Source: an optimization exercise on an open RTL-to-GDS flow (aim: small area, a short achievable clock period and few clock cycles per item). Production flows keep margins and buffers that such runs may drop. At most, simulation tests tie the RTL to the original design; equivalence was not proved. No functional check of the RTL was part of runs 2 to 6. No activity file was given, so power comes from the tool's default toggle rates.

$ cat design.v
`timescale 1ns/1ps
`default_nettype none
package iot_data_pkg;
    typedef logic [8-1:0] iot_byte_t;
    typedef logic [128-1:0] iot_word_t;
    typedef logic [3-1:0] crc_t;
    typedef logic [$clog2(16)-1:0] byte_idx_t;
    typedef logic [$clog2(8)-1:0] word_cnt_t;
endpackage
`default_nettype wire
`timescale 1ns/1ps
`default_nettype none
package iot_ctrl_pkg;
    typedef enum logic [2:0] {
        FN_ENCRYPT  = 3'd1,
        FN_DECRYPT  = 3'd2,
        FN_CRC      = 3'd3,
        FN_TOP2MAX  = 3'd4,
        FN_LAST2MIN = 3'd5
    } fn_sel_t;
    typedef enum logic [1:0] {REL_EQUAL, REL_BIGGER, REL_SMALLER} relation_t;
    typedef enum logic [1:0] {OUT_IDLE, OUT_FIRST, OUT_SECOND} out_state_t;
endpackage
`default_nettype wire
`timescale 1ns/1ps
`default_nettype none
module byte_collector
(
    input  logic      clk,
    input  logic      rst,
    input  logic      in_en,
    input  logic      busy,
    input  iot_data_pkg::iot_byte_t iot_in,
    output logic      byte_strobe,
    output logic      first_byte,
    output logic      word_done,
    output iot_data_pkg::iot_byte_t cur_byte,
    output iot_data_pkg::iot_word_t word
);
    iot_data_pkg::byte_idx_t byte_idx;
    logic      accept;
    assign accept = in_en & ~busy;
    always_ff @(posedge clk or posedge rst) begin
        if (rst) begin
            byte_idx    <= '0;
            byte_strobe <= 1'b0;
            first_byte  <= 1'b0;
            word_done   <= 1'b0;
        end else begin
            byte_strobe <= accept;
            first_byte  <= accept && (byte_idx == '0);
            word_done   <= byte_strobe && (byte_idx == '0);
            if (accept) begin
                byte_idx <= byte_idx + 1'b1;
            end
        end
    end
    always_ff @(posedge clk) begin
        if (accept) begin
            cur_byte <= iot_in;
        end
        if (byte_strobe) begin
            word <= {word[128-8-1:0], cur_byte};
        end
    end
endmodule
`default_nettype wire
`timescale 1ns/1ps
`default_nettype none
module crc3_engine
(
    input  logic      clk,
    input  logic      rst,
    input  logic      byte_strobe,
    input  logic      first_byte,
    input  logic      word_done,
    input  iot_data_pkg::iot_byte_t cur_byte,
    input  iot_ctrl_pkg::fn_sel_t   fn_sel,
    output logic      crc_ready,
    output iot_data_pkg::crc_t      crc_value
);
    iot_data_pkg::crc_t crc_r;
    function automatic iot_data_pkg::crc_t crc_fold(iot_data_pkg::crc_t seed, iot_data_pkg::iot_byte_t data);
        iot_data_pkg::crc_t c;
        logic fb;
        c = seed;
        for (int i = 8 - 1; i >= 0; i--) begin
            fb = c[3-1] ^ data[i];
            c  = {c[3-2:0], 1'b0} ^ (fb ? 3'b011 : {3{1'b0}});
        end
        crc_fold = c;
    endfunction
    always_ff @(posedge clk or posedge rst) begin
        if (rst) begin
            crc_r     <= '0;
            crc_ready <= 1'b0;
        end else begin
            if (byte_strobe) begin
                crc_r <= crc_fold(first_byte ? {3{1'b0}} : crc_r, cur_byte);
            end
            crc_ready <= word_done && (fn_sel == iot_ctrl_pkg::FN_CRC);
        end
    end
    always_ff @(posedge clk) begin
        if (word_done) begin
            crc_value <= crc_r;
        end
    end
endmodule
`default_nettype wire
`timescale 1ns/1ps
`default_nettype none
module extreme_tracker
(
    input  logic      clk,
    input  logic      rst,
    input  logic      byte_strobe,
    input  logic      first_byte,
    input  logic      word_done,
    input  iot_data_pkg::iot_byte_t cur_byte,
    input  iot_data_pkg::iot_word_t word,
    input  iot_ctrl_pkg::fn_sel_t   fn_sel,
    output logic      round_ready,
    output iot_data_pkg::iot_word_t rank_first,
    output iot_data_pkg::iot_word_t rank_second
);
    iot_data_pkg::byte_idx_t byte_idx;
    iot_data_pkg::word_cnt_t word_cnt;
    iot_ctrl_pkg::relation_t rel_first, rel_second;
    iot_ctrl_pkg::relation_t rel_first_nxt, rel_second_nxt;
    iot_ctrl_pkg::relation_t win_rel;
    iot_data_pkg::iot_word_t cand_first_nxt, cand_second_nxt;
    logic      is_top;
    logic      beats_first, beats_second;
    function automatic iot_data_pkg::iot_byte_t pick_byte(iot_data_pkg::iot_word_t w, iot_data_pkg::byte_idx_t idx);
        pick_byte = w[(16 - 1 - idx) * 8 +: 8];
    endfunction
    function automatic iot_ctrl_pkg::relation_t byte_rel(iot_data_pkg::iot_byte_t a, iot_data_pkg::iot_byte_t b);
        if (a > b) begin
            byte_rel = iot_ctrl_pkg::REL_BIGGER;
        end else if (a == b) begin
            byte_rel = iot_ctrl_pkg::REL_EQUAL;
        end else begin
            byte_rel = iot_ctrl_pkg::REL_SMALLER;
        end
    endfunction
    assign is_top       = (fn_sel == iot_ctrl_pkg::FN_TOP2MAX);
    assign win_rel      = is_top ? iot_ctrl_pkg::REL_BIGGER : iot_ctrl_pkg::REL_SMALLER;
    assign beats_first  = (rel_first == win_rel);
    assign beats_second = (rel_second == win_rel);
    always_comb begin
        cand_first_nxt  = rank_first;
        cand_second_nxt = rank_second;
        if (word_done) begin
            if (word_cnt == '0) begin
                cand_first_nxt  = word;
                cand_second_nxt = word;
            end else if (beats_first) begin
                cand_first_nxt  = word;
                cand_second_nxt = rank_first;
            end else if (beats_second || word_cnt == 1) begin
                cand_second_nxt = word;
            end
        end
        rel_first_nxt  = rel_first;
        rel_second_nxt = rel_second;
        if (first_byte || rel_first == iot_ctrl_pkg::REL_EQUAL) begin
            rel_first_nxt = byte_rel(cur_byte, pick_byte(cand_first_nxt, byte_idx));
        end
        if (first_byte || rel_second == iot_ctrl_pkg::REL_EQUAL) begin
            rel_second_nxt = byte_rel(cur_byte, pick_byte(cand_second_nxt, byte_idx));
        end
    end
    always_ff @(posedge clk or posedge rst) begin
        if (rst) begin
            byte_idx    <= '0;
            word_cnt    <= '0;
            rel_first   <= iot_ctrl_pkg::REL_EQUAL;
            rel_second  <= iot_ctrl_pkg::REL_EQUAL;
            round_ready <= 1'b0;
        end else begin
            if (byte_strobe) begin
                byte_idx   <= byte_idx + 1'b1;
                rel_first  <= rel_first_nxt;
                rel_second <= rel_second_nxt;
            end
            if (word_done) begin
                word_cnt <= word_cnt + 1'b1;
            end
            round_ready <= word_done && (word_cnt == (8 - 1))
                           && (is_top || fn_sel == iot_ctrl_pkg::FN_LAST2MIN);
        end
    end
    always_ff @(posedge clk) begin
        rank_first  <= cand_first_nxt;
        rank_second <= cand_second_nxt;
    end
endmodule
`default_nettype wire
`timescale 1ns/1ps
`default_nettype none
module result_sequencer
(
    input  logic      clk,
    input  logic      rst,
    input  logic      word_done,
    input  logic      crc_ready,
    input  logic      round_ready,
    input  iot_data_pkg::crc_t      crc_value,
    input  iot_data_pkg::iot_word_t rank_first,
    input  iot_data_pkg::iot_word_t rank_second,
    output logic      busy,
    output logic      valid,
    output iot_data_pkg::iot_word_t iot_out
);
    iot_ctrl_pkg::out_state_t state;
    logic       busy_r;
    assign busy = word_done | busy_r;
    always_ff @(posedge clk or posedge rst) begin
        if (rst) begin
            state   <= iot_ctrl_pkg::OUT_IDLE;
            busy_r  <= 1'b0;
            valid   <= 1'b0;
            iot_out <= '0;
        end else begin
            case (state)
                iot_ctrl_pkg::OUT_IDLE: begin
                    busy_r <= word_done;
                    if (crc_ready) begin
                        busy_r  <= 1'b1;
                        valid   <= 1'b1;
                        iot_out <= {{(128 - 3){1'b0}}, crc_value};
                        state   <= iot_ctrl_pkg::OUT_SECOND;
                    end else if (round_ready) begin
                        busy_r  <= 1'b1;
                        valid   <= 1'b1;
                        iot_out <= rank_first;
                        state   <= iot_ctrl_pkg::OUT_FIRST;
                    end
                end
                iot_ctrl_pkg::OUT_FIRST: begin
                    iot_out <= rank_second;
                    state   <= iot_ctrl_pkg::OUT_SECOND;
                end
                iot_ctrl_pkg::OUT_SECOND: begin
                    valid  <= 1'b0;
                    busy_r <= 1'b0;
                    state  <= iot_ctrl_pkg::OUT_IDLE;
                end
                default: begin
                    state <= iot_ctrl_pkg::OUT_IDLE;
                end
            endcase
        end
    end
endmodule
`default_nettype wire
`timescale 1ns/1ps
`default_nettype none
module iot_filter_top
(
    input  logic      clk,
    input  logic      rst,
    input  logic      in_en,
    input  iot_data_pkg::iot_byte_t iot_in,
    input  iot_ctrl_pkg::fn_sel_t   fn_sel,
    output logic      busy,
    output logic      valid,
    output iot_data_pkg::iot_word_t iot_out
);
    logic      byte_strobe, first_byte, word_done;
    iot_data_pkg::iot_byte_t cur_byte;
    iot_data_pkg::iot_word_t word;
    logic      crc_ready, round_ready;
    iot_data_pkg::crc_t      crc_value;
    iot_data_pkg::iot_word_t rank_first, rank_second;
    byte_collector u_collector (
        .clk         (clk),
        .rst         (rst),
        .in_en       (in_en),
        .busy        (busy),
        .iot_in      (iot_in),
        .byte_strobe (byte_strobe),
        .first_byte  (first_byte),
        .word_done   (word_done),
        .cur_byte    (cur_byte),
        .word        (word)
    );
    crc3_engine u_crc (
        .clk         (clk),
        .rst         (rst),
        .byte_strobe (byte_strobe),
        .first_byte  (first_byte),
        .word_done   (word_done),
        .cur_byte    (cur_byte),
        .fn_sel      (fn_sel),
        .crc_ready   (crc_ready),
        .crc_value   (crc_value)
    );
    extreme_tracker u_tracker (
        .clk         (clk),
        .rst         (rst),
        .byte_strobe (byte_strobe),
        .first_byte  (first_byte),
        .word_done   (word_done),
        .cur_byte    (cur_byte),
        .word        (word),
        .fn_sel      (fn_sel),
        .round_ready (round_ready),
        .rank_first  (rank_first),
        .rank_second (rank_second)
    );
    result_sequencer u_sequencer (
        .clk         (clk),
        .rst         (rst),
        .word_done   (word_done),
        .crc_ready   (crc_ready),
        .round_ready (round_ready),
        .crc_value   (crc_value),
        .rank_first  (rank_first),
        .rank_second (rank_second),
        .busy        (busy),
        .valid       (valid),
        .iot_out     (iot_out)
    );
endmodule
`default_nettype wire
$ cat run.sh
#!/bin/bash
# synth_recipe.tcl (not shown) runs the flow's synth.tcl, then flattens the netlist and writes it again
# the make line also repeats each setting of config.mk as NAME=value (left out here)
make -C /OpenROAD-flow-scripts/flow DESIGN_CONFIG=/design/flow/config.mk WORK_HOME=/design/flow/orfs CLKGATE_MAP_FILE= SYNTH_SCRIPT=/design/flow/synth_recipe.tcl finish
$ cat config.mk
export PLATFORM = sky130hd
export DESIGN_NAME = iot_filter_top
export DESIGN_NICKNAME = iot_filter_top
export VERILOG_FILES = /design/flow/design.v
export SDC_FILE = /design/flow/constraint.sdc
export NUM_CORES = 4
export LEC_CHECK = 0
export CAP_MARGIN = 20
export CORE_MARGIN = 2
export CORE_UTILIZATION = 40
export SLEW_MARGIN = 20
$ cat constraint.sdc
create_clock -name core_clock -period 7.0 [get_ports {clk}]
set_input_delay 1.4000 -clock core_clock [delete_from_list [all_inputs] [get_ports {clk}]]
set_output_delay 1.4000 -clock core_clock [all_outputs]
set_load 0.01 [all_outputs]
==> run summary, run 1 <==
Run status:
- The run finished with no timing, DRC or antenna violations.

Timing:
- The count of final hold-check violations came to 0.
- The tightest slew margin relative to the limit is 32.1%.
- For the pin with the worst max-slew slack, the measured transition is 1010 ps.
- The highest clock rate is 170 MHz.
- The final number of max-transition violations was 0.
- The number of endpoints failing setup at the final stage is 0.
- Setup repair after global routing left no endpoint under its margin.
- Between clock sinks in the finished design, the worst skew comes to 38.9 ps.
- The final critical path takes up 84.2% of the cycle.
- The worst path in the final design needs a cycle of 5890 ps, including I/O delays and setup.
- Adding up every negative setup slack in the final design gives 0 ps.

Die:
- The die area is 0.0660 mm².
- The number of placement rows is 92.
- Measured along the y axis, the die boundary spans 257 µm.
- The initial utilization of the core area, before any placement, comes to 40.5%.
- The core region is 0.0632 mm².
- The floorplan die width is 257 µm.
- The count of boundary I/O pins is 144.

Setup path:
- The type of the worst setup path is in -> reg.
- The worst register-to-register path ends at u_tracker.rel_second[1].
- Together, buffers and inverters on the worst path number 2.
- The timing endpoint of the critical path is u_tracker.rel_first[0].
- The endpoint arrival time on the critical path is 6430 ps.
- Walking the worst path, the cells encountered are clkdlybuf4s50_1, or3b_1, a221o_2, nand2_4, buf_4, mux2_2, mux2i_1, o32ai_1, a211o_1, ha_1, nor2b_1, o21a_1, o21ai_0, nand2b_1, a21oi_1, nor2_1, a211o_1, a22o_1.
- The worst register-to-register path has a depth of 20.
- The kind of cell with the highest combined delay on the critical path is compound AO/OA/AOI/OAI gates.
- The stage delay of the slowest cell on the critical path is 690 ps.
- The worst register-to-register path begins at u_tracker.word_cnt[0].
- The kind of end point of the critical path is a register.
- The critical-path maximum fanout is 26.
- The most numerous cell type found on the critical path is a211o_1.
- The worst register-to-register path has a setup slack of 1930 ps.
- The critical path depth is 18.
- Tracing the worst setup path back leads to its startpoint at fn_sel[1].
- The slowest stage of the critical path is the o32ai_1 cell.
- The kind of launch point of the worst setup path is an input port.
- The required time of the critical path is 7540 ps.

Placement:
- Routability-driven placement finished with a final weighted congestion of 0.982.
- The count of port buffers added during placement is 143.
- The detailed-placement wirelength estimate is 67.5 mm.

Synthesis:
- By area the synthesized netlist is led by dfxtp_1 20%, edfxtp_1 16%, dfrtp_1 15%.
- Among all flip-flop cells after synthesis, the most frequent one is dfxtp_1.
- Counting every instance in the synthesized netlist gives 2592.
- The synthesized design contains 550 register bits.
- After synthesis, the mean cell area works out to 9.87 µm².
- The synthesized netlist contains 85 unique library cells.
- For this run, the number of Yosys warnings is 4.
- Yosys mapped a number of flops with a built-in enable equal to 139.
- The number of nets in the synthesized netlist is 2629.
- The netlist area before placement is 0.0256 mm².
- The largest total area in the synthesized netlist belongs to dfxtp_1.
- In this run the biggest area consumer among cell types represents 20.0% of the synthesized area.
- In the synthesized netlist the async set-or-reset flop fraction comes to 28.2%.
- The sequential share of the synthesized area is 51.5%.

Layout:
- After filler insertion, the fill cell instance count of the layout stands at 5822.
- In the layout the commonest cells are 303 x nand2_1, 256 x dfxtp_1, 254 x a21oi_1.
- The post-route netlist has 14.5% of its cells at a drive strength greater than 1.
- At the end of the flow the core is filled with cells to 47.5%.
- The most common cell after layout, fill and taps aside is nand2_1.
- Relative to the synthesized area, the layout overhead comes to 17.2%.
- In the final design database the tool counted 2709 nets.

CTS:
- The H-tree was split into 2 levels.
- Clock tree synthesis inserted a total of 60 buffers.
- The quantity of gates resized following cts is 0.
- TritonCTS built the clock tree.
- The longest clock path from root to sink contains 3 buffers.
- CTS placed an instance of clkbuf_16 at the clock tree root.
- The later pin in the worst-skew pair is clocked with a latency of 650 ps.
- Clock-pin slew was measured on the worst setup and hold paths at 70 ps.
- The number of post-CTS setup repair buffers is 0.
- The sink count of the clock tree is 550.
- Buffers inserted to repair hold after CTS numbered 0.

Hold path:
- The path class of the lowest-slack min-delay path is reg -> reg.

Global route:
- The via count of the first global-routing pass was 21500.
- The total routing resource utilization after global routing is 29.3%.
- Global routing finished with a remaining overflow of 0.
- The first global-routing pass estimated 146 mm of wire.
- The number of antenna violations at the first check in global routing is 1.
- Entering global routing, the biggest net connects 217 pins.

Detailed routing:
- The per-cell via count in the routed design is 6.29.
- Wires add up to 99.9 mm.
- The DRC violation count after routing is 0.
- The routed layout has 22500 vias.
- The first TritonRoute pass finished after 5 iterations.
- The count of routing violations after the opening detailed-route iteration is 2630.
- The final routed wire length divided by cell count is 28.0 µm.
- Once detail routing completed, the nets flagged for antenna violations numbered 0.

Pwr:
- In this run the static leakage power is 11.1 nW.
- Dividing total power by cell area gives a power density of 533 mW/mm².
- The largest vdd supply drop is 0.000277 V.

Run:
- The number of max-cap violations is 0.
==> area by class of cell <==
class                   instances  area, µm²  area share (%)
repair buffers                225       2160            7.20
inverters                      20       80.1           0.267
multi-input cells            1815      11600            38.6
well taps                     846       1060            3.53
clock buffers                  93       1780            5.93
clock inverters                20        150           0.500
flip-flops and latches        550      13200            44.0
diodes                          1       2.50         0.00834
==> cell usage after synthesis, drive strengths merged (46+ instances only) <==
cell type and n:
nand2 304, a21oi 256, dfxtp 256, o21ai 247
mux2 177, clkbuf 160, dfrtp 155, edfxtp 139
nor3b 125, nor2 121, o22ai 71, nand3 51
buf 47, o211ai 46
==> kinds of logic (layout without fill, tap and decap cells) <==
logic type                 Yosys count  in the layout  share of synthesized area [%]
muxes                              199            199                           8.79
xor gates and xnor gates            19             19                          0.650
adders and majority gates           23             23                           1.12
AOI/OAI and AO/OA                  840            840                           20.2
buffers and inverters              227            358                           3.55
other                                0              1                              0
DFF                                550            550                           51.5
and+or+nand+nor                    734            734                           14.2
==> report_power, final <==
group / total [mW] / internal, mW / switching (mW)
Sequential: 5.91 / 4.61 / 1.30
Combinational: 6.92 / 2.79 / 4.13
Clock: 3.15 / 1.78 / 1.37
==> per-stage QoR <==
stage	cell area, µm²	instances	hold slack [ps]	setup slack, ps	total power, mW
6_report	30000	3570	451	1110	16.0
5_1_grt	30000	3569	479	998	16.6
4_1_cts	30000	3569	461	1220	15.8
3_5_place_dp	28100	3456	453	537	12.6
3_3_place_gp	28100	3456	442	597	12.6
2_1_floorplan	25600	2592	427	1420	9.33
==> worst register-to-register path, cell delays in order (launching register included) <==
cell and delay [ps]:
dfrtp_1 420, inv_1 80, ha_1 220, nor2b_4 550
buf_4 740, nor2_1 150, buf_4 240, a22o_1 270
a221oi_1 240, a31oi_1 100, a2bb2oi_1 200, o211ai_1 200
ha_1 310, nor2b_1 130, o21a_1 160, o21a_1 160
o21a_1 170, o21a_1 160, o21a_1 180, o21ai_0 170
a32o_1 180
==> layer usage <==
| metal | share of wire, % | routed length (µm) | track usage [%] | up-vias |
|---|---|---|---|---|
| li1 | - | - | - | 9792 |
| met1 | 41 | 40700 | 39.5 | 11100 |
| met2 | 44 | 44300 | 45.5 | 1278 |
| met3 | 9.6 | 9620 | 5.67 | 249 |
| met4 | 5.3 | 5260 | 13.8 | 0 |
| met5 | 0 | 0 | 0 | - |
==> how the worst min path moves through the flow <==
| stage | start | end | slack, ps | depth (start not counted) |
|---|---|---|---|---|
| global route | u_tracker.rank_second[55] | u_sequencer.iot_out[55] | 480 | 2 |
| finish | u_tracker.rank_second[35] | u_sequencer.iot_out[35] | 450 | 2 |
| floorplan | u_tracker.rank_second[14] | u_sequencer.iot_out[14] | 430 | 2 |
| CTS | u_tracker.rank_second[92] | u_sequencer.iot_out[92] | 460 | 2 |
| global placement | u_tracker.rank_second[92] | u_sequencer.iot_out[92] | 440 | 2 |
| detailed placement | u_tracker.rank_second[92] | u_sequencer.iot_out[92] | 450 | 2 |
==> flip-flops by register name, indices dropped and copies added, names as in the netlist <==
name	flops
u_tracker.rel_first	2
u_sequencer.state	2
u_sequencer.valid	1
u_crc.crc_r	3
u_sequencer.busy_r	1
u_crc.crc_value	3
u_collector.byte_idx	4
u_tracker.word_cnt	3
u_tracker.rank_first	128
u_tracker.round_ready	1
u_tracker.byte_idx	4
u_tracker.rel_second	2
u_tracker.rank_second	128
u_collector.byte_strobe	1
u_collector.word	128
u_collector.first_byte	1
u_sequencer.iot_out	128
u_crc.crc_ready	1
u_collector.word_done	1
u_collector.cur_byte	8
Testbench counts, summed over its fixed seeds: cycles 39,801, items 2,157.
==> run 2, diff against run 1 <==
==> design.v (replaced) <==
`timescale 1ns/1ps
`default_nettype none
package iot_data_pkg;
    typedef logic [8-1:0] iot_byte_t;
    typedef logic [128-1:0] iot_word_t;
    typedef logic [3-1:0] crc_t;
    typedef logic [$clog2(16)-1:0] byte_idx_t;
    typedef logic [$clog2(8)-1:0] word_cnt_t;
endpackage
`default_nettype wire
`timescale 1ns/1ps
`default_nettype none
package iot_ctrl_pkg;
    typedef enum logic [2:0] {
        FN_ENCRYPT  = 3'd1,
        FN_DECRYPT  = 3'd2,
        FN_CRC      = 3'd3,
        FN_TOP2MAX  = 3'd4,
        FN_LAST2MIN = 3'd5
    } fn_sel_t;
    typedef enum logic [1:0] {REL_EQUAL, REL_BIGGER, REL_SMALLER} relation_t;
    typedef enum logic [1:0] {OUT_IDLE, OUT_FIRST, OUT_SECOND} out_state_t;
endpackage
`default_nettype wire
`timescale 1ns/1ps
`default_nettype none
module iot_filter_top
(
    input  logic         clk,
    input  logic         rst,
    input  logic         in_en,
    input  logic [7:0]   iot_in,
    input  logic [2:0]   fn_sel,
    output logic         busy,
    output logic         valid,
    output logic [127:0] iot_out
);
    logic is_crc, is_top, is_rank;
    always_ff @(posedge clk) begin
        is_crc  <= (fn_sel == 3'd3);
        is_top  <= (fn_sel == 3'd4);
        is_rank <= (fn_sel == 3'd4) || (fn_sel == 3'd5);
    end
    logic       in_v;
    logic [7:0] cur;
    always_ff @(posedge clk) cur <= iot_in;
    logic [3:0]   bi;              
    logic [3:0]   rc;              
    logic [2:0]   wc;              
    logic         mv;              
    logic         dA, wA, dB, wB;  
    logic [127:0] r0, r1;
    wire [7:0] tA = r0[127:120];
    wire [7:0] tB = r1[127:120];
    wire first_byte = (bi == 4'd0);
    wire last_byte  = (bi == 4'd15);
    wire keepA      = dA && !first_byte;
    wire keepB      = dB && !first_byte;
    wire dA_n = keepA || (cur != tA);
    wire wA_n = keepA ? wA : (is_top ? (cur > tA) : (cur < tA));
    wire dB_n = keepB || (cur != tB);
    wire wB_n = keepB ? wB : (is_top ? (cur > tB) : (cur < tB));
    wire winA  = dA_n && wA_n;
    wire winB  = dB_n && wB_n;
    wire loseB = dB_n && !wB_n;
    wire rot = in_v || mv || (rc != bi);
    logic [7:0] b0, b1;
    always_comb begin
        b0 = mv ? tB : tA;
        b1 = tB;
        if (in_v) begin
            if (wc == 3'd0) begin
                b1 = cur;
            end else if (wc == 3'd1) begin
                b0 = winB ? cur : tB;
                b1 = winB ? tB : cur;
            end else begin
                b0 = winA ? cur : tA;
                b1 = winA ? tA : (loseB ? tB : cur);
            end
        end
    end
    function automatic logic [2:0] crc_fold(logic [2:0] seed, logic [7:0] data);
        logic [2:0] c;
        logic       fb;
        c = seed;
        for (int i = 7; i >= 0; i--) begin
            fb = c[2] ^ data[i];
            c  = {c[1:0], 1'b0} ^ (fb ? 3'b011 : 3'b000);
        end
        crc_fold = c;
    endfunction
    wire [2:0] crc_n = crc_fold(first_byte ? 3'd0 : r0[2:0], cur);
    always_ff @(posedge clk) begin
        if (rot) begin
            r0[127:16] <= r0[119:8];
            r0[15:8]   <= is_crc ? 8'd0 : r0[7:0];
            r0[7:0]    <= is_crc ? {5'd0, crc_n} : b0;
            r1         <= {r1[119:0], b1};
        end
    end
    wire       end_word = in_v && last_byte;
    wire [3:0] bi_n  = in_v ? bi + 4'd1 : bi;
    wire [3:0] rc_n  = rot ? rc + 4'd1 : rc;
    wire       mv_n  = (end_word && is_rank && wc == 3'd7) || (mv && !(rc == 4'd15));
    wire       in_v_n = in_en && !busy;
    wire       busy_n = !in_v_n && (mv_n || rc_n != bi_n) && (rc_n + 4'd1 != bi_n);
    always_ff @(posedge clk or posedge rst) begin
        if (rst) begin
            in_v  <= 1'b0;
            bi    <= 4'd0;
            rc    <= 4'd0;
            wc    <= 3'd0;
            mv    <= 1'b0;
            busy  <= 1'b0;
            valid <= 1'b0;
            dA    <= 1'b0;
            wA    <= 1'b0;
            dB    <= 1'b0;
            wB    <= 1'b0;
        end else begin
            in_v <= in_v_n;
            bi   <= bi_n;
            rc   <= rc_n;
            mv   <= mv_n;
            busy <= busy_n;
            if (in_v) begin
                dA <= dA_n;
                wA <= wA_n;
                dB <= dB_n;
                wB <= wB_n;
            end
            if (end_word) wc <= wc + 3'd1;
            valid <= (end_word && (is_crc || (is_rank && wc == 3'd7)))
                     || (mv && rc == 4'd15);
        end
    end
    assign iot_out = r0;
endmodule
`default_nettype wire
--- a/config.mk
+++ b/config.mk
@@ -9,3 +9,4 @@
 export CORE_MARGIN = 2
 export CORE_UTILIZATION = 40
+export SETUP_SLACK_MARGIN = 4
 export SLEW_MARGIN = 20
==> run 2 against run 1 <==
Net effect: total power decreased by 55%; maximum frequency grew 100%; synthesized cell count decreased by 78%; critical endpoint is now iot_out[0]; largest cell class unchanged.
==> run summary, run 2 <==
Run status:
- Outcome: complete, no violations (unchanged).

Layout:
- The most common cell after layout, fill and taps aside is edfxtp_1 (was nand2_1).
- The flip-flop and latch area is 0.00838 mm² (was 0.0132 mm²).
- The number of filler cells placed in the layout came to 2013 (was 5822).
- The share of layout cells above drive strength 1 is 11.4% (was 14.5%).
- The area added between synthesis and finish is 29.6% (was 17.2%).
- The total inserted antenna cells is 0 (was 1).
- In the final layout, the registers with the most flip-flops are r0: 128 flops, r1: 128 flops, cur: 8 flops.
- The total area of multi-input combinational cells is 0.00181 mm² (was 0.0116 mm²).
- Most used cells in the layout excluding fill and tap cells: 256 x edfxtp_1, 142 x clkdlybuf4s50_1, 34 x inv_1 (was 303 x nand2_1, 256 x dfxtp_1, 254 x a21oi_1).
- The final layout net count came to 786 (was 2709).

Synthesis:
- Leading post-synthesis cells by cell area: edfxtp_1 75%, dfrtp_1 4.6%, ha_1 2.9% (was dfxtp_1 20%, edfxtp_1 16%, dfrtp_1 15%).
- The number of nets in the synthesized netlist is 604 (was 2629).
- The count of warnings emitted by yosys is 1 (was 4).
- Synth top cells by count: 256 x edfxtp_1, 36 x inv_1, 24 x ha_1, 23 x nand2_1, 23 x nor2_1 (was 304 x nand2_1, 256 x dfxtp_1, 254 x a21oi_1, 244 x o21ai_0, 176 x mux2_2).
- The number of distinct library cells after synthesis is 51 (was 85).
- The share of async-settable or async-resettable flops after synthesis is 6.64% (was 28.2%).
- The synthesized instance count was 566 (was 2592).
- The fraction of synthesized cell area taken by the top area cell type is 74.8% (was 20.0%).
- The leading cell type by number of instances after synthesis is edfxtp_1 (was nand2_1).
- The flip-flop and latch count after synthesis was 286 (was 550).
- The sequential share of the synthesized area is 81.6% (was 51.5%).
- The netlist area before placement is 0.0103 mm² (was 0.0256 mm²).
- The synthesized area per cell is 18.2 µm² (was 9.87 µm²).
- The leading register cell type out of synthesis is edfxtp_1 (was dfxtp_1).
- The number of synthesized flops with an enable pin is 256 (was 139).
- The library cell occupying the most area in the post-synthesis netlist was edfxtp_1 (was dfxtp_1).

Setup path:
- The stage delay of the slowest cell on the critical path is 580 ps (was 690 ps).
- The cell with the largest stage delay on the worst path is clkdlybuf4s50_1 (was o32ai_1).
- The kind of end point of the critical path is an output port (was register).
- The type of the worst setup path is reg -> out (was in -> reg).
- The count of buffer and inverter cells on the critical path is 1 (was 2).
- The critical-path maximum fanout is 4 (was 26).
- The kind of launch point of the worst setup path was a register (was input port).
- Critical path, cell by cell: clkdlybuf4s50_1 (was clkdlybuf4s50_1, or3b_1, a221o_2, nand2_4, buf_4, mux2_2, mux2i_1, o32ai_1, a211o_1, ha_1, nor2b_1, o21a_1, o21ai_0, nand2b_1, a21oi_1, nor2_1, a211o_1, a22o_1).
- The kind of cell with the highest combined delay on the critical path was buffers and inverters (was compound AO/OA/AOI/OAI gates).
- The required time of the critical path is 5600 ps (was 7540 ps).
- The critical register-to-register path startpoint is r0[125] (was u_tracker.word_cnt[0]).
- The start point of the critical path is r0[0] (was fn_sel[1]).
- The endpoint arrival time on the critical path is 1550 ps (was 6430 ps).

Pwr:
- The leakage power is 4.99 nW (was 11.1 nW).
- The total power per unit cell area was 542 mW/mm² (was 533 mW/mm²).
- The largest vdd supply drop came to 0.000283 V (was 0.000277 V).

Timing:
- The final number of max-transition violations is 0 (unchanged).
- The count of final hold-check violations is 0 (unchanged).
- The total negative slack for setup checks came to 0 ps (unchanged).
- The number of endpoints failing setup at the final stage came to 0 (unchanged).
- The worst hold-check slack came to 416 ps (was 451 ps).
- The fraction of the cycle the final worst path needs came to 42.1% (was 84.2%).
- The highest clock rate is 339 MHz (was 170 MHz).
- The pin slew with the least headroom to its limit is 995 ps (was 1010 ps).
- The final critical-path required period is 2950 ps (was 5890 ps).
- The tightest slew margin relative to the limit is 33.6% (was 32.1%).
- RSZ-0062 raised after global routing: false (unchanged).
- The final setup skew is 13.2 ps (was 38.9 ps).

Global route:
- The first-pass GRT wire length is 30.1 mm (was 146 mm).
- The via count of the first global-routing pass is 5562 (was 21500).
- The maximum number of pins on one net before global-route repair came to 98 (was 217).
- The number of antenna violations at the first check in global routing is 1 (unchanged).
- The total routing resource utilization after global routing was 14.3% (was 29.3%).
- The overflow left after global routing is 0 (unchanged).

Hold path:
- The path class of the lowest-slack min-delay path is reg -> reg (unchanged).
- The beginning of the worst hold path is r1[46] (was u_tracker.rank_second[35]).

CTS:
- The root buffer selected by CTS is clkbuf_16 (unchanged).
- The clock edge transition at the registers on the reported setup and hold paths is 60 ps (was 70 ps).
- The TritonCTS clock tree is built (unchanged).
- The total clock buffers created by CTS was 29 (was 60).
- The latest clock arrival within the worst-skew pair is 530 ps (was 650 ps).
- The sink count of the clock tree is 286 (was 550).
- The number of buffers on the longest clock path is 3 (unchanged).
- The number of buffers added to fix hold violations after cts is 0 (unchanged).
- The number of H-tree levels is 1 (was 2).

Die:
- The floorplan die width is 164 µm (was 257 µm).
- The floorplan core area is 0.0252 mm² (was 0.0632 mm²).
- The chip height came to 164 µm (was 257 µm).
- The count of boundary I/O pins is 144 (unchanged).
- The number of placement rows is 58 (was 92).
- The starting utilization of the core area is 40.8% (was 40.5%).
- The die area is 0.0270 mm² (was 0.0660 mm²).

Detailed routing:
- The detailed-route via count is 5449 (was 22500).
- The DRC violation count after routing is 0 (unchanged).
- The final routed wirelength across all metal layers came to 19.3 mm (was 99.9 mm).
- The count of routing violations after the opening detailed-route iteration is 459 (was 2630).
- The per-cell via count in the routed design is 4.95 (was 6.29).
- The detailed-router iteration count before antenna repair was 4 (was 5).
- The final antenna-violating net count is 0 (unchanged).
- The final routed wire length divided by cell count was 17.6 µm (was 28.0 µm).

Placement:
- The count of port buffers added during placement came to 143 (unchanged).
- The detailed-placement wirelength estimate is 12.0 mm (was 67.5 mm).
- The global placement routability congestion is 0.817 (was 0.982).

Run:
- The number of max-cap violations came to 0 (unchanged).
[run 2: changes by cell type after synthesis, moves of 154 or more]
cell,previous run,this run
dfxtp_1,256,11
nand2_1,304,23
a21oi_1,254,16
o21ai_0,244,9
mux2_2,176,4
clkbuf_1,160,6
[run 2: path summary, 6_finish.rpt]
check | end | slack (ps) | depth (start not counted)
max | iot_out[0] | 4050 | 1
min | r1[54] | 420 | 0
max in group asynchronous | wc[1] | 5250 | 2
max reg2reg | r1[7] | 4180 | 9
min in group asynchronous | valid | 1280 | 2
min reg2reg | r1[54] | 420 | 0
[run 2: repair_timing]
action / CTS / global route
gates resized for setup: 3 / 15
gates cloned: 2 / 0
pin swaps: 1 / 5
endpoints found under the setup margin: 228 / 70
buffers inserted: 8 / 5
[run 2: metrics by stage]
| step | setup slack, ps | cell area (µm²) | std cells | power [mW] | util [%] |
|---|---|---|---|---|---|
| floorplan | 1500 | 10300 | 566 | 4.50 | - |
| global placement | 3400 | 12100 | 1032 | 5.52 | 48.1 |
| detailed placement | 3140 | 12100 | 1032 | 5.56 | 48.1 |
| CTS | 3890 | 13200 | 1096 | 7.25 | 52.3 |
| global route | 3990 | 13300 | 1101 | 7.63 | 52.9 |
| finish | 4050 | 13300 | 1101 | 7.21 | 52.9 |
[run 2: power breakdown]
part	internal, mW	switching [mW]	total [mW]
clock network	0.953	0.607	1.56
logic	1.04	1.07	2.10
registers	3.11	0.436	3.55
total	5.10	2.11	7.21
[run 2: area by class of cell]
type / instances / share of cell area [%]
Sequential cell: 286 / 63.0
Inverter: 36 / 1.04
Timing Repair Buffer: 159 / 11.8
Clock buffer: 34 / 5.67
Clock inverter: 20 / 1.70
Multi-Input combinational cell: 234 / 13.6
Timing Repair inverter: 2 / 0.0940
Tap cell: 330 / 3.10
[run 2: cell families after synthesis]
family          count (synthesis)  synth area share, %
compound gates                 73                 5.22
mux                            13                 1.33
flops                         286                 81.6
xor+xnor                       30                 2.56
buf+inv                        46                 1.71
simple gates                   94                 4.66
fa+ha+maj                      24                 2.92
[run 2: layer usage]
layer / GRT usage (%) / share of wire [%] / routed length (µm)
met4: 4.47 / 2.7 / 515
met5: 0 / 0 / 0
met2: 20.7 / 43 / 8280
met1: 21.4 / 48 / 9370
met3: 3.54 / 6.1 / 1180
==> run 3, diff against run 2 <==
--- a/config.mk
+++ b/config.mk
@@ -9,4 +9,3 @@
 export CORE_MARGIN = 2
 export CORE_UTILIZATION = 40
-export SETUP_SLACK_MARGIN = 4
 export SLEW_MARGIN = 20
==> run 3 against run 2 <==
Net effect: still clean on timing, DRC and antenna; via count decreased by 0.62%; maximum frequency shrank 8.0%; routed wire length grew 1.9%; non-clock buffer count is 13 lower; sequential share of layout area is 1.3 points higher; clock skew grew 2.6 ps; flip-flop and latch count did not move; clock power decreased by 4%; critical path type is now reg -> reg; largest power group unchanged.
==> run summary, run 3 <==
Run status:
- Outcome: complete, no violations (unchanged).

Die:
- The die area was 0.0270 mm² (unchanged).
- The starting utilization of the core area came to 40.8% (unchanged).
- The count of boundary I/O pins came to 144 (unchanged).
- The floorplan core area is 0.0252 mm² (unchanged).
- The chip height was 164 µm (unchanged).
- The floorplan die width is 164 µm (unchanged).
- The number of placement rows was 58 (unchanged).

Setup path:
- The critical path depth came to 9 (was 1).
- The length in cells of the worst reg-to-reg path was 9 (unchanged).
- The critical-path maximum fanout is 6 (was 4).
- The type of the worst setup path is reg -> reg (was reg -> out).
- The timing endpoint of the critical path is r0[3] (was iot_out[0]).
- The kind of launch point of the worst setup path is a register (unchanged).
- The reg-to-reg setup timing slack came to 3790 ps (was 4180 ps).
- The critical register-to-register path startpoint is r1[121] (was r0[125]).
- The start point of the critical path is r1[121] (was r0[0]).
- The kind of cell with the highest combined delay on the critical path is compound AO/OA/AOI/OAI gates (was buffers and inverters).
- The kind of end point of the critical path is a register (was output port).
- The endpoint of the lowest-slack register-to-register path is r0[3] (was r1[7]).
- The stage delay of the slowest cell on the critical path was 590 ps (was 580 ps).
- Critical path, cell by cell: inv_1, ha_1, nor2b_1, o211ai_1, a21boi_0, o211ai_2, a221oi_1, a21oi_1, o221a_2 (was clkdlybuf4s50_1).
- The required time of the critical path was 7280 ps (was 5600 ps).
- The count of buffer and inverter cells on the critical path is 1 (unchanged).
- The endpoint arrival time on the critical path is 3490 ps (was 1550 ps).
- The cell with the largest stage delay on the worst path is a221oi_1 (was clkdlybuf4s50_1).

Pwr:
- The total power per unit cell area is 539 mW/mm² (was 542 mW/mm²).
- The power consumption is 7.04 mW (was 7.21 mW).
- The largest vdd supply drop is 0.000288 V (was 0.000283 V).
- The leakage power is 4.86 nW (was 4.99 nW).

CTS:
- The number of buffers added to fix hold violations after cts is 0 (unchanged).
- The number of buffers on the longest clock path is 3 (unchanged).
- The TritonCTS clock tree is built (unchanged).
- The sink count of the clock tree is 286 (unchanged).
- The latest clock arrival within the worst-skew pair came to 540 ps (was 530 ps).
- The number of post-CTS setup repair buffers was 0 (was 8).
- The total clock buffers created by CTS came to 29 (unchanged).
- The quantity of gates resized following cts was 0 (was 3).
- The number of H-tree levels is 1 (unchanged).
- The root buffer selected by CTS was clkbuf_16 (unchanged).
- The clock edge transition at the registers on the reported setup and hold paths was 60 ps (about the same).

Layout:
- Most used cells in the layout excluding fill and tap cells: 256 x edfxtp_1, 143 x clkdlybuf4s50_1, 35 x inv_1 (was 256 x edfxtp_1, 142 x clkdlybuf4s50_1, 34 x inv_1).
- The core utilization of the finished layout is 51.8% (was 52.9%).
- The area added between synthesis and finish was 27.0% (was 29.6%).
- The total inserted antenna cells came to 0 (unchanged).
- Largest regs: r0: 128 flops, r1: 128 flops, cur: 8 flops (unchanged).
- The most common cell after layout, fill and taps aside is edfxtp_1 (unchanged).
- The final layout net count is 771 (was 786).
- The number of filler cells placed in the layout is 2052 (was 2013).
- The share of layout cells above drive strength 1 was 8.07% (was 11.4%).

Synthesis:
- The library cell occupying the most area in the post-synthesis netlist is edfxtp_1 (unchanged).
- The sequential share of the synthesized area came to 81.6% (unchanged).
- The fraction of synthesized cell area taken by the top area cell type came to 74.8% (unchanged).
- The synthesized instance count was 566 (unchanged).
- The synthesized area per cell is 18.2 µm² (unchanged).
- The flip-flop and latch count after synthesis is 286 (unchanged).
- The number of nets in the synthesized netlist is 604 (unchanged).
- The netlist area before placement is 0.0103 mm² (unchanged).
- Leading post-synthesis cells by cell area: edfxtp_1 75%, dfrtp_1 4.6%, ha_1 2.9% (unchanged).
- The leading register cell type out of synthesis is edfxtp_1 (unchanged).
- The number of distinct library cells after synthesis is 51 (unchanged).
- Synth top cells by count: 256 x edfxtp_1, 36 x inv_1, 24 x ha_1, 23 x nand2_1, 23 x nor2_1 (unchanged).
- The number of synthesized flops with an enable pin was 256 (unchanged).
- The leading cell type by number of instances after synthesis is edfxtp_1 (unchanged).
- The count of warnings emitted by yosys is 1 (unchanged).
- The share of async-settable or async-resettable flops after synthesis was 6.64% (unchanged).

Global route:
- The highest-utilization routing layer at the global route stage was met2 (was met1).
- The overflow left after global routing is 0 (unchanged).
- The met2 track utilization from global routing is 21.7% (was 20.7%).
- The fraction of met1 tracks used by global routing is 20.9% (was 21.4%).
- The via count of the first global-routing pass is 5517 (was 5562).
- The first-pass GRT wire length is 30.7 mm (was 30.1 mm).
- The number of antenna violations at the first check in global routing is 0 (was 1).
- The fraction of met3 tracks used by global routing is 4.19% (was 3.54%).
- The total routing resource utilization after global routing is 14.7% (was 14.3%).
- The maximum number of pins on one net before global-route repair is 108 (was 98).

Timing:
- The final critical-path required period is 3210 ps (was 2950 ps).
- RSZ-0062 raised after global routing: false (unchanged).
- The final setup skew came to 15.8 ps (was 13.2 ps).
- The count of final hold-check violations came to 0 (unchanged).
- The worst hold-check slack came to 411 ps (was 416 ps).
- The fraction of the cycle the final worst path needs is 45.8% (was 42.1%).
- The highest clock rate is 312 MHz (was 339 MHz).
- The number of endpoints failing setup at the final stage is 0 (unchanged).
- The total negative slack for setup checks is 0 ps (unchanged).
- The pin slew with the least headroom to its limit is 1000 ps (was 995 ps).
- The final number of max-transition violations is 0 (unchanged).
- The tightest slew margin relative to the limit was 33.0% (was 33.6%).

Detailed routing:
- The count of routing violations after the opening detailed-route iteration is 505 (was 459).
- The final routed wirelength across all metal layers is 19.7 mm (was 19.3 mm).
- The final routed wire length divided by cell count came to 18.1 µm (was 17.6 µm).
- The DRC violation count after routing is 0 (unchanged).
- The per-cell via count in the routed design is 4.99 (was 4.95).
- The detailed-route via count is 5415 (was 5449).
- The detailed-router iteration count before antenna repair is 5 (was 4).
- The final antenna-violating net count came to 0 (unchanged).

Placement:
- The count of port buffers added during placement is 143 (unchanged).
- The detailed-placement wirelength estimate was 12.7 mm (was 12.0 mm).
- The global placement routability congestion is 0.849 (was 0.817).

Run:
- The number of max-cap violations is 0 (unchanged).

Hold path:
- The path class of the lowest-slack min-delay path is reg -> reg (unchanged).
run 3: cell families after synthesis:
family                   after synthesis  share of synthesized area (%)
AND/OR/NAND/NOR                       94                           4.66
AO/OA/AOI/OAI                         73                           5.22
multiplexers                          13                           1.33
XOR/XNOR                              30                           2.56
buffers and inverters                 46                           1.71
adder cells (fa/ha/maj)               24                           2.92
flip-flops                           286                           81.6
run 3: final cells by class:
cell class | count | area, µm² | share of cell area (%)
well taps | 330 | 413 | 3.17
flip-flops and latches | 286 | 8380 | 64.3
multi-input cells | 234 | 1720 | 13.2
inverters | 36 | 143 | 1.09
clock inverters | 22 | 199 | 1.53
repair buffers | 146 | 1450 | 11.1
clock buffers | 32 | 737 | 5.65
run 3: metal layers:
layer	vias to the layer above	part of all wire, %
li1	2488	-
met1	2683	47
met2	200	43
met3	44	7.7
met4	0	3.0
met5	-	0
run 3: worst min-delay path by stage:
stage / from / end / depth (start not counted)
5_1_grt: r1[105] / r1[113] / 0
2_1_floorplan: r1[92] / r1[100] / 0
3_3_place_gp: r1[112] / r1[120] / 0
3_5_place_dp: r1[47] / r1[55] / 0
4_1_cts: r1[47] / r1[55] / 0
6_report: r1[47] / r1[55] / 0
run 3: stage by stage:
| step | setup WS [ps] | area (µm²) | std cells |
|---|---|---|---|
| floorplan | 503 | 10300 | 566 |
| global placement | 3840 | 12100 | 1032 |
| detailed placement | 3780 | 12100 | 1032 |
| CTS | 3800 | 13000 | 1086 |
| global route | 3560 | 13000 | 1086 |
| finish | 3790 | 13000 | 1086 |
run 3: power by group:
group	internal, mW	total [mW]	switching [mW]
sequential	3.12	3.57	0.449
clock	0.872	1.50	0.625
combinational	0.964	1.97	1.01
total	4.95	7.04	2.08
==> run 4, diff against run 3 <==
==> flow/run.sh (new file) <==
#!/bin/bash
# Standard ORFS layout, with the port buffers made from plain buffers
# (sky130_fd_sc_hd__buf_1, resized by timing repair) instead of the slow
# delay cells buffer_ports picks by default.
set -euo pipefail
bash standard.sh "BUFFER_PORTS_ARGS=-buffer_cell sky130_fd_sc_hd__buf_1" finish > standard_flow.log 2>&1
==> standard.sh (new file) <==
#!/bin/bash
# synth_recipe.tcl (not shown) runs the flow's synth.tcl, then flattens the netlist and writes it again
# the make line also repeats each setting of config.mk as NAME=value (left out here)
make -C /OpenROAD-flow-scripts/flow DESIGN_CONFIG=/design/flow/config.mk WORK_HOME=/design/flow/orfs CLKGATE_MAP_FILE= SYNTH_SCRIPT=/design/flow/synth_recipe.tcl "${@:-finish}"
--- a/config.mk
+++ b/config.mk
@@ -9,3 +9,6 @@
 export CORE_MARGIN = 2
 export CORE_UTILIZATION = 40
+export CTS_CLUSTER_DIAMETER = 100
+export CTS_CLUSTER_SIZE = 30
+export SETUP_SLACK_MARGIN = 4
 export SLEW_MARGIN = 20
removed: run.sh
==> run 4 against run 3 <==
Net effect: total power down 16%; clock-buffer cell count down 12; clock power down 43%; largest cell class unchanged.
==> run summary, run 4 <==
Setup path:
- The start point of the critical path is r1[126] (was r1[121]).
- The kind of end point of the critical path is a register (unchanged).
- The kind of launch point of the worst setup path is a register (unchanged).
- The type of the worst setup path is reg -> reg (unchanged).
- The critical-path maximum fanout was 6 (unchanged).
- The endpoint arrival time on the critical path is 3100 ps (was 3490 ps).
- The critical register-to-register path startpoint was r1[126] (was r1[121]).
- The required time of the critical path was 7260 ps (was 7280 ps).

Timing:
- The total negative slack for setup checks is 0 ps (unchanged).
- The number of endpoints failing setup at the final stage is 0 (unchanged).
- RSZ-0062 raised after global routing: true (was false).
- The pin slew with the least headroom to its limit is 729 ps (was 1000 ps).
- The tightest slew margin relative to the limit is 51.3% (was 33.0%).
- The count of final hold-check violations is 0 (unchanged).
- The final critical-path required period was 2840 ps (was 3210 ps).
- The highest clock rate came to 352 MHz (was 312 MHz).
- The final number of max-transition violations was 0 (unchanged).
- The worst hold-check slack was 422 ps (was 411 ps).
- The final setup skew is 32.3 ps (was 15.8 ps).
- The fraction of the cycle the final worst path needs is 40.6% (was 45.8%).

Die:
- The count of boundary I/O pins came to 144 (unchanged).
- The floorplan die width was 164 µm (unchanged).
- The chip height is 164 µm (unchanged).
- The floorplan core area came to 0.0252 mm² (unchanged).
- The starting utilization of the core area is 40.8% (unchanged).
- The die area is 0.0270 mm² (unchanged).
- The number of placement rows came to 58 (unchanged).

Pwr:
- The total power per unit cell area came to 506 mW/mm² (was 539 mW/mm²).
- The leakage power is 4.25 nW (was 4.86 nW).
- The largest vdd supply drop is 0.000300 V (was 0.000288 V).

Run status:
- Outcome: complete, no violations (unchanged).

CTS:
- The sink count of the clock tree is 286 (unchanged).
- The number of H-tree levels is 1 (unchanged).
- The TritonCTS clock tree is built (unchanged).
- The clock edge transition at the registers on the reported setup and hold paths came to 110 ps (was 60 ps).
- The number of buffers added to fix hold violations after cts is 0 (unchanged).
- The root buffer selected by CTS is clkbuf_16 (unchanged).
- The number of buffers on the longest clock path is 3 (unchanged).
- The latest clock arrival within the worst-skew pair is 500 ps (was 540 ps).
- The total clock buffers created by CTS is 13 (was 29).

Synthesis:
- The number of nets in the synthesized netlist is 604 (unchanged).
- The leading cell type by number of instances after synthesis is edfxtp_1 (unchanged).
- The number of distinct library cells after synthesis is 51 (unchanged).
- Leading post-synthesis cells by cell area: edfxtp_1 75%, dfrtp_1 4.6%, ha_1 2.9% (unchanged).
- The synthesized area per cell is 18.2 µm² (unchanged).
- The count of warnings emitted by yosys was 1 (unchanged).
- The library cell occupying the most area in the post-synthesis netlist is edfxtp_1 (unchanged).
- Synth top cells by count: 256 x edfxtp_1, 36 x inv_1, 24 x ha_1, 23 x nand2_1, 23 x nor2_1 (unchanged).
- The synthesized instance count came to 566 (unchanged).
- The netlist area before placement is 0.0103 mm² (unchanged).
- The leading register cell type out of synthesis is edfxtp_1 (unchanged).
- The number of synthesized flops with an enable pin is 256 (unchanged).
- The flip-flop and latch count after synthesis is 286 (unchanged).
- The sequential share of the synthesized area is 81.6% (unchanged).
- The fraction of synthesized cell area taken by the top area cell type came to 74.8% (unchanged).
- The share of async-settable or async-resettable flops after synthesis is 6.64% (unchanged).

Layout:
- The area added between synthesis and finish is 13.9% (was 27.0%).
- Most used cells in the layout excluding fill and tap cells: 256 x edfxtp_1, 143 x buf_1, 34 x inv_1 (was 256 x edfxtp_1, 143 x clkdlybuf4s50_1, 35 x inv_1).
- The most common cell after layout, fill and taps aside is edfxtp_1 (unchanged).
- Largest regs: r0: 128 flops, r1: 128 flops, cur: 8 flops (unchanged).
- The share of layout cells above drive strength 1 is 6.04% (was 8.07%).
- The final layout net count was 759 (was 771).
- The total inserted antenna cells is 0 (unchanged).
- The core utilization of the finished layout is 46.5% (was 51.8%).
- The number of filler cells placed in the layout is 2169 (was 2052).

Global route:
- The number of antenna violations at the first check in global routing is 1 (was 0).
- The first-pass GRT wire length is 28.6 mm (was 30.7 mm).
- The total routing resource utilization after global routing is 13.6% (was 14.7%).
- The via count of the first global-routing pass is 5033 (was 5517).
- The maximum number of pins on one net before global-route repair is 73 (was 108).
- The overflow left after global routing is 0 (unchanged).

Detailed routing:
- The DRC violation count after routing is 0 (unchanged).
- The final routed wire length divided by cell count is 17.4 µm (was 18.1 µm).
- The detailed-route via count is 5260 (was 5415).
- The final antenna-violating net count is 0 (unchanged).
- The detailed-router iteration count before antenna repair is 5 (unchanged).
- The count of routing violations after the opening detailed-route iteration was 416 (was 505).
- The final routed wirelength across all metal layers is 18.5 mm (was 19.7 mm).
- The per-cell via count in the routed design is 4.97 (was 4.99).

Run:
- The number of max-cap violations is 0 (unchanged).

Hold path:
- The beginning of the worst hold path is r1[115] (was r1[47]).
- The path class of the lowest-slack min-delay path was reg -> reg (unchanged).

Placement:
- The global placement routability congestion was 0.889 (was 0.849).
- The count of port buffers added during placement is 143 (unchanged).
- The detailed-placement wirelength estimate was 12.1 mm (was 12.7 mm).
## run 4: cell counts after synthesis
No cell type changed its count.
## run 4: path summary, 6_finish.rpt
kind / endpoint / slack (ps) / cells after the start
hold / removal: r1[123] / 420 / 0
min in group asynchronous: rc[3] / 980 / 2
max in group asynchronous: busy / 5540 / 2
setup reg to reg: r0[4] / 4160 / 9
hold reg to reg: r1[123] / 420 / 0
setup / recovery: r0[4] / 4160 / 9
## run 4: cell families after synthesis
family / Yosys count / synth area share, %
AO/OA/AOI/OAI: 73 / 5.22
XOR/XNOR: 30 / 2.56
adder cells (fa/ha/maj): 24 / 2.92
buffers and inverters: 46 / 1.71
flip-flops: 286 / 81.6
multiplexers: 13 / 1.33
AND/OR/NAND/NOR: 94 / 4.66
## run 4: area by class of cell
| class | count | area (µm²) | area share, % |
|---|---|---|---|
| clock buffers | 20 | 362 | 3.09 |
| clock inverters | 2 | 25.0 | 0.214 |
| inverters | 36 | 139 | 1.19 |
| multi-input cells | 234 | 1770 | 15.1 |
| flip-flops and latches | 286 | 8380 | 71.6 |
| well taps | 330 | 413 | 3.53 |
| repair buffers | 150 | 617 | 5.27 |
## run 4: repair_timing
| action | in CTS | in global routing |
|---|---|---|
| setup endpoints to repair | 143 | 144 |
| setup buffers | 0 | 2 |
| gates resized for setup | 5 | 9 |
| pin swaps | 0 | 3 |
## run 4: power breakdown
group	internal, mW	leakage, nW	total (mW)	switching, mW
combinational	0.516	1.05	1.52	1.00
clock	0.370	0.186	0.854	0.485
sequential	3.10	3.02	3.55	0.446
## run 4: stage by stage
step | cell area, µm² | setup WS, ps | cells | total power, mW
6_report | 11700 | 4160 | 1058 | 5.92
5_1_grt | 11700 | 3990 | 1058 | 6.31
4_1_cts | 11600 | 4020 | 1056 | 5.99
3_5_place_dp | 11200 | 3840 | 1034 | 5.09
3_3_place_gp | 11200 | 3940 | 1034 | 5.05
2_1_floorplan | 10300 | 1500 | 566 | 4.50
## run 4: layer usage
layer	track usage [%]	wire [µm]	part of all wire (%)	vias to the layer above
met5	0	0	0	-
li1	-	-	-	2443
met1	19.6	8680	47	2636
met3	2.73	1100	6.0	25
met4	3.51	372	2.0	0
met2	21.1	8290	45	156
## run 4: worst max-delay path, stage by stage, from the launching register on
cell,delay [ps]
edfxtp_1,430
inv_1,100
ha_1,260
a21oi_1,220
a21boi_0,140
or3_1,360
o211ai_2,300
a221o_1,280
nand3_2,180
o221a_2,330
==> run 5, diff against run 4 <==
--- a/config.mk
+++ b/config.mk
@@ -9,6 +9,4 @@
 export CORE_MARGIN = 2
 export CORE_UTILIZATION = 40
-export CTS_CLUSTER_DIAMETER = 100
-export CTS_CLUSTER_SIZE = 30
 export SETUP_SLACK_MARGIN = 4
 export SLEW_MARGIN = 20
==> run 5 against run 4 <==
Net effect: clock-buffer cell count rose by 20; sequential share of layout area fell by 3.8 points; combinational power barely moved; via count rose by 3.2%; critical path type unchanged.
==> run summary, run 5 <==
Die:
- The number of placement rows came to 58 (unchanged).
- The chip height was 164 µm (unchanged).
- The floorplan core area was 0.0252 mm² (unchanged).
- The die area is 0.0270 mm² (unchanged).
- The count of boundary I/O pins is 144 (unchanged).
- The floorplan die width was 164 µm (unchanged).
- The starting utilization of the core area is 40.8% (unchanged).

Timing:
- The highest clock rate was 352 MHz (about the same).
- The number of endpoints failing setup at the final stage came to 0 (unchanged).
- The fraction of the cycle the final worst path needs is 40.6% (about the same).
- The total negative slack for setup checks is 0 ps (unchanged).
- The pin slew with the least headroom to its limit is 723 ps (was 729 ps).
- The count of final hold-check violations came to 0 (unchanged).
- The final number of max-transition violations is 0 (unchanged).
- The final critical-path required period is 2840 ps (about the same).
- The tightest slew margin relative to the limit was 51.7% (was 51.3%).
- RSZ-0062 raised after global routing: false (was true).
- The final setup skew was 17.2 ps (was 32.3 ps).

Detailed routing:
- The detailed-route via count was 5427 (was 5260).
- The final antenna-violating net count is 0 (unchanged).
- The detailed-router iteration count before antenna repair was 5 (unchanged).
- The per-cell via count in the routed design is 4.98 (was 4.97).
- The count of routing violations after the opening detailed-route iteration is 447 (was 416).
- The final routed wirelength across all metal layers is 19.2 mm (was 18.5 mm).
- The final routed wire length divided by cell count is 17.6 µm (was 17.4 µm).
- The DRC violation count after routing is 0 (unchanged).

Global route:
- The number of antenna violations at the first check in global routing is 1 (unchanged).
- The total routing resource utilization after global routing came to 14.1% (was 13.6%).
- The first-pass GRT wire length is 29.5 mm (was 28.6 mm).
- The via count of the first global-routing pass was 5247 (was 5033).
- The overflow left after global routing is 0 (unchanged).
- The maximum number of pins on one net before global-route repair is 73 (unchanged).

Layout:
- The total inserted antenna cells came to 0 (unchanged).
- Largest regs: r0: 128 flops, r1: 128 flops, cur: 8 flops (unchanged).
- The share of layout cells above drive strength 1 was 10.1% (was 6.04%).
- The area added between synthesis and finish was 20.3% (was 13.9%).
- The number of filler cells placed in the layout was 2109 (was 2169).
- Most used cells in the layout excluding fill and tap cells: 256 x edfxtp_1, 143 x buf_1, 34 x inv_1 (unchanged).
- The most common cell after layout, fill and taps aside is edfxtp_1 (unchanged).
- The final layout net count was 775 (was 759).
- The final instance area is 0.0124 mm² (was 0.0117 mm²).

Placement:
- The global placement routability congestion is 0.889 (unchanged).
- The count of port buffers added during placement is 143 (unchanged).
- The detailed-placement wirelength estimate was 12.1 mm (unchanged).
- The area of placed instances was 0.0112 mm² (unchanged).

CTS:
- The number of buffers on the longest clock path is 3 (unchanged).
- The number of H-tree levels is 1 (unchanged).
- The clock edge transition at the registers on the reported setup and hold paths is 60 ps (was 110 ps).
- The root buffer selected by CTS is clkbuf_16 (unchanged).
- The latest clock arrival within the worst-skew pair is 550 ps (was 500 ps).
- The number of buffers added to fix hold violations after cts is 0 (unchanged).
- The sink count of the clock tree is 286 (unchanged).
- The TritonCTS clock tree is built (unchanged).
- The total clock buffers created by CTS is 29 (was 13).

Synthesis:
- The netlist area before placement is 0.0103 mm² (unchanged).
- Synth top cells by count: 256 x edfxtp_1, 36 x inv_1, 24 x ha_1, 23 x nand2_1, 23 x nor2_1 (unchanged).
- The number of synthesized flops with an enable pin is 256 (unchanged).
- The fraction of synthesized cell area taken by the top area cell type came to 74.8% (unchanged).
- The leading cell type by number of instances after synthesis is edfxtp_1 (unchanged).
- The flip-flop and latch count after synthesis is 286 (unchanged).
- Leading post-synthesis cells by cell area: edfxtp_1 75%, dfrtp_1 4.6%, ha_1 2.9% (unchanged).
- The sequential share of the synthesized area came to 81.6% (unchanged).
- The number of distinct library cells after synthesis is 51 (unchanged).
- The share of async-settable or async-resettable flops after synthesis was 6.64% (unchanged).
- The count of warnings emitted by yosys is 1 (unchanged).
- The synthesized instance count came to 566 (unchanged).
- The library cell occupying the most area in the post-synthesis netlist is edfxtp_1 (unchanged).
- The number of nets in the synthesized netlist is 604 (unchanged).
- The synthesized area per cell came to 18.2 µm² (unchanged).
- The leading register cell type out of synthesis is edfxtp_1 (unchanged).

Setup path:
- The cell with the largest stage delay on the worst path was edfxtp_1 (unchanged).
- The kind of cell with the highest combined delay on the critical path was compound AO/OA/AOI/OAI gates (unchanged).
- Critical path, cell by cell: inv_1, ha_1, a21oi_1, a21boi_0, or3_1, o211ai_2, a221o_1, nand3_2, o221a_2 (unchanged).
- The required time of the critical path is 7290 ps (was 7260 ps).
- The type of the worst setup path was reg -> reg (unchanged).
- The kind of launch point of the worst setup path is a register (unchanged).
- The endpoint arrival time on the critical path is 3130 ps (was 3100 ps).
- The count of buffer and inverter cells on the critical path is 1 (unchanged).
- The stage delay of the slowest cell on the critical path is 410 ps (was 430 ps).
- The kind of end point of the critical path is a register (unchanged).
- The critical-path maximum fanout came to 6 (unchanged).

Pwr:
- The total power per unit cell area is 544 mW/mm² (was 506 mW/mm²).
- The largest vdd supply drop is 0.000331 V (was 0.000300 V).
- The leakage power is 4.58 nW (was 4.25 nW).

Run status:
- Outcome: complete, no violations (unchanged).

Run:
- The number of max-cap violations is 0 (unchanged).

Hold path:
- The path class of the lowest-slack min-delay path was reg -> reg (unchanged).
[run 5: cell count changes in the layout (fill, tap and decap cells not counted)]
| cell | previous run | this run |
|---|---|---|
| bufinv_16 | 0 | 5 |
| clkbuf_1 | 6 | 4 |
| clkbuf_16 | 13 | 29 |
| clkbuf_8 | 1 | 7 |
| clkinv_1 | 0 | 1 |
| clkinv_2 | 0 | 5 |
| clkinv_8 | 1 | 0 |
| clkinvlp_4 | 1 | 2 |
| inv_6 | 1 | 2 |
[run 5: metrics by stage]
step | worst slack [ps] | hold WS [ps] | utilization, % | instances | total power, mW
global route | 4000 | 421 | 49.1 | 1090 | 7.13
CTS | 4030 | 415 | 48.8 | 1088 | 6.81
global placement | 3940 | 403 | 44.6 | 1034 | 5.05
finish | 4160 | 414 | 49.1 | 1090 | 6.73
detailed placement | 3840 | 405 | 44.6 | 1034 | 5.09
floorplan | 1500 | 400 | - | 566 | 4.50
[run 5: worst paths after layout]
check / start / endpoint / slack, ps / cells after the start
min in group asynchronous: rst / wA / 940 / 2
max in group asynchronous: rst / dB / 5590 / 2
min reg2reg: r1[73] / r1[81] / 410 / 0
min: r1[73] / r1[81] / 410 / 0
max reg2reg: r1[126] / r0[4] / 4160 / 9
max: r1[126] / r0[4] / 4160 / 9
[run 5: cells by family (layout without fill, tap and decap cells)]
| kind of cell | after synthesis | after routing | share of synthesized area, % |
|---|---|---|---|
| xor+xnor | 30 | 30 | 2.56 |
| simple gates | 94 | 94 | 4.66 |
| flops | 286 | 286 | 81.6 |
| compound gates | 73 | 73 | 5.22 |
| fa+ha+maj | 24 | 24 | 2.92 |
| buf+inv | 46 | 240 | 1.71 |
| mux | 13 | 13 | 1.33 |
[run 5: what timing repair did]
| item | CTS | global route |
|---|---|---|
| endpoints found under the setup margin | 143 | 144 |
| gates resized for setup | 5 | 9 |
| hold endpoints to repair | 0 | 0 |
| setup buffers | 0 | 2 |
| pin swaps | 0 | 3 |
[run 5: worst register-to-register path, delay by kind of cell, from the launching register on]
kind	cells	cell delay, ps
AO/OA/AOI/OAI	5	1270
adder cells (fa/ha/maj)	1	260
buffers and inverters	1	110
flip-flops	1	410
AND/OR/NAND/NOR	2	540
[run 5: routing by layer]
metal  global-route usage (%)  part of all wire [%]  routed length [µm]
met1                     20.3                    46                8810
met2                     21.4                    44                8500
met3                     3.18                   7.5                1430
met4                     4.35                   2.3                 444
met5                        0                     0                   0
[run 5: layout make-up]
class	instances	area [µm²]	share of cell area, %
Sequential cell	286	8380	67.8
Multi-Input combinational cell	234	1770	14.3
Clock buffer	40	837	6.77
Timing Repair Buffer	150	617	4.99
Tap cell	330	413	3.34
Clock inverter	14	204	1.65
Inverter	36	139	1.12
[run 5: power by group]
part	switching [mW]	leakage, nW	internal (mW)
registers	0.451	3.02	3.11
clock network	0.623	0.513	1.02
logic	1.01	1.05	0.516
total	2.08	4.58	4.65
==> run 6, diff against run 5 <==
--- a/config.mk
+++ b/config.mk
@@ -9,4 +9,6 @@
 export CORE_MARGIN = 2
 export CORE_UTILIZATION = 40
-export SETUP_SLACK_MARGIN = 4
+export CTS_CLUSTER_DIAMETER = 100
+export CTS_CLUSTER_SIZE = 30
+export SETUP_SLACK_MARGIN = 5
 export SLEW_MARGIN = 20
==> run 6 against run 5 <==
Net effect: sequential share of layout area fell by 11 points; critical path type unchanged; die area did not move; still clean on timing, DRC and antenna; clock-buffer cell count fell by 20; sequential power barely moved; combinational power rose by 130%; routed wire length rose by 23%; final cell count rose by 14%.
==> run summary, run 6 <==
Run status:
- Outcome: complete, no violations (unchanged).

Run:
- The number of max-cap violations came to 0 (unchanged).

CTS:
- The clock edge transition at the registers on the reported setup and hold paths is 110 ps (was 60 ps).
- The root buffer selected by CTS is clkbuf_16 (unchanged).
- The latest clock arrival within the worst-skew pair is 490 ps (was 550 ps).
- The number of buffers on the longest clock path came to 3 (unchanged).
- The TritonCTS clock tree is built (unchanged).

Pwr:
- The largest vdd supply drop is 0.000299 V (was 0.000331 V).
- The total power per unit cell area is 537 mW/mm² (was 544 mW/mm²).

Layout:
- The share of layout cells above drive strength 1 was 44.6% (was 10.1%).
- The most common cell after layout, fill and taps aside is edfxtp_1 (unchanged).
- The final layout net count is 948 (was 775).
- The core utilization of the finished layout was 58.4% (was 49.1%).
- The final instance area came to 0.0147 mm² (was 0.0124 mm²).

Setup path:
- The type of the worst setup path is reg -> reg (unchanged).
- The required time of the critical path is 7300 ps (was 7290 ps).
- The critical-path maximum fanout is 6 (unchanged).
- The endpoint arrival time on the critical path was 3050 ps (was 3130 ps).
- The kind of end point of the critical path was a register (unchanged).
- The kind of launch point of the worst setup path was a register (unchanged).

Detailed routing:
- The detailed-route via count is 6219 (was 5427).
- The final routed wirelength across all metal layers is 23.6 mm (was 19.2 mm).
- The total met2 wirelength after detailed routing came to 11.1 mm (was 8.50 mm).
- The DRC violation count after routing is 0 (unchanged).
- The highest signal layer in the routed design is met4 (unchanged).
- The total routed wire length on the met1 layer was 10.3 mm (was 8.81 mm).

Synthesis:
- The flip-flop and latch count after synthesis was 286 (unchanged).
- The number of distinct library cells after synthesis is 51 (unchanged).
- Synth top cells by count: 256 x edfxtp_1, 36 x inv_1, 24 x ha_1, 23 x nand2_1, 23 x nor2_1 (unchanged).
- The synthesized instance count was 566 (unchanged).
- The number of synthesized flops with an enable pin was 256 (unchanged).
- The number of nets in the synthesized netlist is 604 (unchanged).
- The sequential share of the synthesized area was 81.6% (unchanged).
- The fraction of synthesized cell area taken by the top area cell type was 74.8% (unchanged).

Global route:
- The overflow left after global routing is 0 (unchanged).
- The number of antenna violations at the first check in global routing was 0 (was 1).
- The maximum number of pins on one net before global-route repair is 32 (was 73).

Hold path:
- The path class of the lowest-slack min-delay path was reg -> reg (unchanged).

Placement:
- The global placement routability congestion is 0.815 (was 0.889).
- The area of placed instances was 0.0114 mm² (was 0.0112 mm²).
- The instance count after placement with tap cells included is 1030 (was 1034).

Die:
- The die area is 0.0270 mm² (unchanged).
- The number of placement rows came to 58 (unchanged).
- The floorplan die width is 164 µm (unchanged).
- The count of boundary I/O pins came to 144 (unchanged).

Timing:
- The total negative slack for setup checks came to 0 ps (unchanged).
- The final setup skew was 22.6 ps (was 17.2 ps).
- The count of final hold-check violations is 0 (unchanged).
- The fraction of the cycle the final worst path needs is 39.4% (was 40.6%).
## run 6: repair_timing
action / CTS / global route
endpoints found under the setup margin: 405 / 405
cloned: 40 / 0
setup buffers: 114 / 41
pin swaps: 22 / 14
resized for setup: 125 / 152
## run 6: logic make-up after synthesis
logic type | share of synthesized area, %
AO/OA/AOI/OAI | 5.22
adder cells (fa/ha/maj) | 2.92
buffers and inverters | 1.71
multiplexers | 1.33
AND/OR/NAND/NOR | 4.66
XOR/XNOR | 2.56
flip-flops | 81.6
## run 6: worst paths after layout
| kind | cells past startpoint | slack [ps] | from | endpoint |
|---|---|---|---|---|
| max | 8 | 4240 | cur[7] | r1[2] |
| min | 0 | 420 | r1[67] | r1[75] |
| max reg2reg | 8 | 4240 | cur[7] | r1[2] |
| min reg2reg | 0 | 420 | r1[67] | r1[75] |
| max in group asynchronous | 2 | 5380 | rst | in_v |
| min in group asynchronous | 2 | 1040 | rst | bi[3] |
## run 6: per-layer routing
metal  vias up  track usage (%)
met3        39             3.94
met4         0             5.14
met2       240             27.3
li1       2842                -
met5         -                0
met1      3098             23.1
## run 6: layout make-up
type,count,area [µm²],share of cell area [%]
Multi-Input combinational cell,234,2240,15.3
Sequential cell,286,8400,57.1
Clock buffer,20,362,2.46
Timing Repair Buffer,333,3080,21.0
Tap cell,330,413,2.81
Timing Repair inverter,6,45.0,0.306
Clock inverter,2,25.0,0.170
Inverter,36,139,0.944
## run 6: worst max-delay path: stages, from the launching register on
cell	delay, ps
dfxtp_1	550
ha_1	340
a21boi_2	180
or3_4	360
o211ai_4	310
a221o_1	250
o221ai_4	120
buf_6	160
a221oi_4	300
## run 6: report_power, final
part           internal (mW)  switching, mW
Clock                  0.370          0.490
Combinational           1.93           1.57
Sequential              3.10          0.446
## run 6: through the flow
stage / power, mW / hold slack (ps)
2_1_floorplan: 4.58 / 400
3_3_place_gp: 5.12 / 404
3_5_place_dp: 5.14 / 405
4_1_cts: 7.49 / 421
5_1_grt: 8.30 / 424
6_report: 7.90 / 421

Re-timed with assumed drivers on the ports (clkbuf_16 on the clock, buf_2 on other inputs), run 6 has 4.244 ns of setup slack against 4.244 ns with ideal ports, and 4.244 ns once port delays also move by the mid clock arrival of 0.526 ns.
